What follows belongs to an exercise in optimizing a design on an open flow for small area, a short achievable clock period and few clock cycles per item; a production flow would make more cautious choices.
Only simulation tests tie the RTL to the original design; equivalence was not proved.
Power and IR drop assume default switching activity.

## wip/ember
// signed_to_radix_digits
module signed_to_radix_digits
(
  input  logic                   clk,
  input  logic                   rst_n,
  input  logic                   in_tvalid,
  output logic                   in_tready,
  input  logic [IN_TDATA_W-1:0]  in_tdata,    
  output logic                   out_tvalid,
  input  logic                   out_tready,
  output logic [OUT_TDATA_W-1:0] out_tdata,   
  output logic                   out_tlast    
);
clock: 16.0 ns
lec_check: 0
cap_margin: 20
core_margin: 2
core_utilization: 40
slew_margin: 20
run.sh (not shown) runs the stock make flow with config.mk's settings and CLKGATE_MAP_FILE= SYNTH_SCRIPT=/design/flow/synth_recipe.tcl, a recipe that flattens the netlist after the stock synthesis.
wip/ember: no failed stages, no open violations at the end
Testbench counts of wip/ember, summed over its fixed seeds: cycles 12,556, numbers 512.
## Diff of input files: wip/raven against wip/ember
Settings: a change of SLEW_MARGIN from 20 to 80; a change of CAP_MARGIN from 20 to 80.
## What came out
Of wip/ember and wip/raven, the run reporting the higher non-clock buffer share of cell area was wip/raven. Changes observed in wip/raven relative to wip/ember: average detailed-routed wire length per instance has decreased; core utilization grew by 6.3 points; number of nets in the finished design rose 336. Status: number of rows in the core area parity (wip/raven, wip/ember). The run showing the greater sequential group power is wip/ember. Cell area of wip/raven exceeds that of wip/ember by more than 10%. | final critical path time including I/O delays and setup | wip/raven vs wip/ember | 0.086 ns higher |. The setup slack of wip/raven is smaller than that of wip/ember. Relative to wip/ember, the power in combinational cells measured on wip/raven has increased by more than 10%. wip/raven -> wip/ember: number of tapcells delta 0, exact match.
## Diff of input files: wip/garnet against wip/raven
Settings: CORE_UTILIZATION: 40 -> 60; CAP_MARGIN: 80 -> 50; PLACE_DENSITY: unset -> 0.75; SLEW_MARGIN: 80 -> 50.
==> flow/flow/run.sh (new file) <==
#!/bin/bash
# The standard layout (the standard.sh: standard synthesis, floorplan, placement,
# CTS, routing), with ORFS's setup repair aiming for 11.75 ns of slack instead of 0, so
# that the resizer also works on paths that already meet the 16 ns clock.
# make's full output goes to standard_flow.log; ORFS keeps each step's log under orfs/logs.
set -euo pipefail
bash standard.sh SETUP_SLACK_MARGIN=11.75 finish > standard_flow.log 2>&1
==> flow/standard.sh (new file) <==
#!/bin/bash
# synth_recipe.tcl (not shown) runs the flow's synth.tcl, then flattens the netlist and writes it again
# the make line also repeats each setting of config.mk as NAME=value (left out here)
make -C /OpenROAD-flow-scripts/flow DESIGN_CONFIG=/design/flow/config.mk WORK_HOME=/design/flow/orfs CLKGATE_MAP_FILE= SYNTH_SCRIPT=/design/flow/synth_recipe.tcl "${@:-finish}"
removed: flow/run.sh
Findings:
- Cmp wip/garnet and wip/raven / peak per-stage delay on the critical path / higher: wip/raven
- Relative to wip/raven, the post-route cell area of wip/garnet is lower by 2700 um^2.
- Of wip/garnet and wip/raven, the run reporting the higher routed wire length was wip/garnet.
- The estimated power of wip/garnet ends up higher than the estimate for wip/raven.
- Worst reg-to-reg path cell count (wip/garnet over wip/raven): increase, 2
- wip/garnet ended with less share of total power in the clock network than wip/raven.
- wip/garnet against wip/raven: minimum period implied by the final worst setup slack has decreased, first-pass GRT wire length has decreased, routed via count has increased.

Setup of run 1:
Starting RTL as in the previous note.
clock: 16.0 ns
lec_check: 0
cap_margin: 50
core_margin: 2
core_utilization: 40
slew_margin: 50
Stock flow here: none of the scripts above is used.
Run 1: flow completed, timing, DRC and antenna clean
Testbench counts of run 1, summed over its fixed seeds: cycles 12,556, numbers 512.
> inputs changed (run 1 -> run 2)
==> flow/flow/run.sh (new file) <==
#!/bin/bash
# The standard layout (the standard.sh: standard synthesis, floorplan, placement,
# CTS, routing), with ORFS's setup repair aiming for 11 ns of slack instead of 0, so
# that the resizer also works on paths that already meet the 16 ns clock.
# make's full output goes to standard_flow.log; ORFS keeps each step's log under orfs/logs.
set -euo pipefail
bash standard.sh SETUP_SLACK_MARGIN=11 finish > standard_flow.log 2>&1
==> flow/standard.sh (new file) <==
#!/bin/bash
# synth_recipe.tcl (not shown) runs the flow's synth.tcl, then flattens the netlist and writes it again
# the make line also repeats each setting of config.mk as NAME=value (left out here)
make -C /OpenROAD-flow-scripts/flow DESIGN_CONFIG=/design/flow/config.mk WORK_HOME=/design/flow/orfs CLKGATE_MAP_FILE= SYNTH_SCRIPT=/design/flow/synth_recipe.tcl "${@:-finish}"
removed: flow/run.sh
- When run 2 is measured against run 1, its portion of the clock cycle consumed by the worst path in the final layout turns out 4.2 points lower.
- The final layouts of run 2 and run 1 pass the timing, design-rule and antenna checks.
- Comparing run 2 and run 1, the higher final RePlAce weighted congestion was measured on run 1.
- Changes observed in run 2 relative to run 1: worst IR drop on VDD moved down, hold slack barely changed, net switching fraction of the power increased by 0.19 points relative to the old numbers.
- Setup slack: run 2 more than run 1
- Run comparison: run 1 launching element of the worst setup path hneg_r[0]; run 2 launching element of the worst setup path ready_r
- Across both runs, maximum frequency was higher for run 2 than for run 1.
- Looking at worst setup path endpoint, the cells_r[63] result is from run 1; the in_tready one comes from run 2.
- Number of nets with antenna violations after routing delta (run 2 -> run 1): insignificant
- Diff run 2 and run 1: vias after detailed routing higher in run 2
- Against run 1, run 2 comes in 0.49% higher on final standard cell count with taps included and fillers excluded.
diff inputs: run 2 => run 3
--- a/flow/flow/run.sh
+++ b/flow/flow/run.sh
@@ -3 +3 @@
-# CTS, routing), with ORFS's setup repair aiming for 11 ns of slack instead of 0, so
+# CTS, routing), with ORFS's setup repair aiming for 11.5 ns of slack instead of 0, so
@@ -7 +7 @@
-bash standard.sh SETUP_SLACK_MARGIN=11 finish > standard_flow.log 2>&1
+bash standard.sh SETUP_SLACK_MARGIN=11.5 finish > standard_flow.log 2>&1
Run 2 → run 3: final layout net count higher, largest stage delay on the critical path shows a reduction of 0.24 ns, clock-buffer cell count +4.
Run 3 -> run 2: post-synthesis simple-gate area fraction delta 0, exact match
Against run 2, combinational power in run 3 rose by a little under 10%.
The following lists how run 4 was set up differently from run 3:
--- a/flow/flow/run.sh
+++ b/flow/flow/run.sh
@@ -3 +3 @@
-# CTS, routing), with ORFS's setup repair aiming for 11.5 ns of slack instead of 0, so
+# CTS, routing), with ORFS's setup repair aiming for 11.75 ns of slack instead of 0, so
@@ -7 +7 @@
-bash standard.sh SETUP_SLACK_MARGIN=11.5 finish > standard_flow.log 2>&1
+bash standard.sh SETUP_SLACK_MARGIN=11.75 finish > standard_flow.log 2>&1
--- outcome ---
In run 4, sequential share of power is lower than in run 3. Summary of run 4 over run 3: post-placement cell count neither gained nor lost much, post-synthesis instance area did not really move. Cell type of the slowest stage on the worst timing path = sky130_fd_sc_hd__dfxtp_2: run 3; cell type of the slowest stage on the worst timing path = sky130_fd_sc_hd__edfxtp_1: run 4. Diff run 3 -> run 4: critical path's largest stage delay higher, detailed-route vias per instance lower.

[afterwards: timing with drivers on the ports]
The results above use ideal ports. As a check the final layouts listed here were re-extracted and re-timed, cells and wires unchanged.
Step 1: set_driving_cell puts a clkbuf_16 on clk and a buf_2 on each other input, an assumption about the parent block.
Step 2, shift: input delay + t, output delay - t, t = (earliest + latest rising clock arrival at the registers) / 2. This alone moves slack from input paths to output paths.
Slacks: ideal ports / drivers / drivers and shift; pairs: ideal ports / drivers.
| run | t, ns | slack for setup (ns) | clock arrival spread, ns | worst register clock-pin slew, ns |
|---|---|---|---|---|
| wip/ember | 0.653 | 10.300 / 10.300 / 10.300 | 0.029 / 0.029 | 0.07 / 0.07 |
| wip/raven | 0.655 | 10.214 / 10.214 / 10.214 | 0.051 / 0.051 | 0.07 / 0.07 |
| wip/garnet | 0.641 | 11.680 / 11.651 / 11.266 | 0.029 / 0.030 | 0.07 / 0.07 |
| run 1 | 0.663 | 10.421 / 10.421 / 10.421 | 0.039 / 0.039 | 0.07 / 0.07 |
| run 2 | 0.661 | 11.086 / 11.023 / 10.714 | 0.026 / 0.025 | 0.07 / 0.07 |
| run 3 | 0.656 | 11.543 / 11.480 / 10.949 | 0.030 / 0.030 | 0.08 / 0.08 |
| run 4 | 0.662 | 11.685 / 11.617 / 11.263 | 0.034 / 0.034 | 0.06 / 0.06 |
After both steps every run listed still meets setup and hold. The setup slack of run 3, which loses most, moves by -0.063 ns with the drivers and by -0.594 ns with both steps.
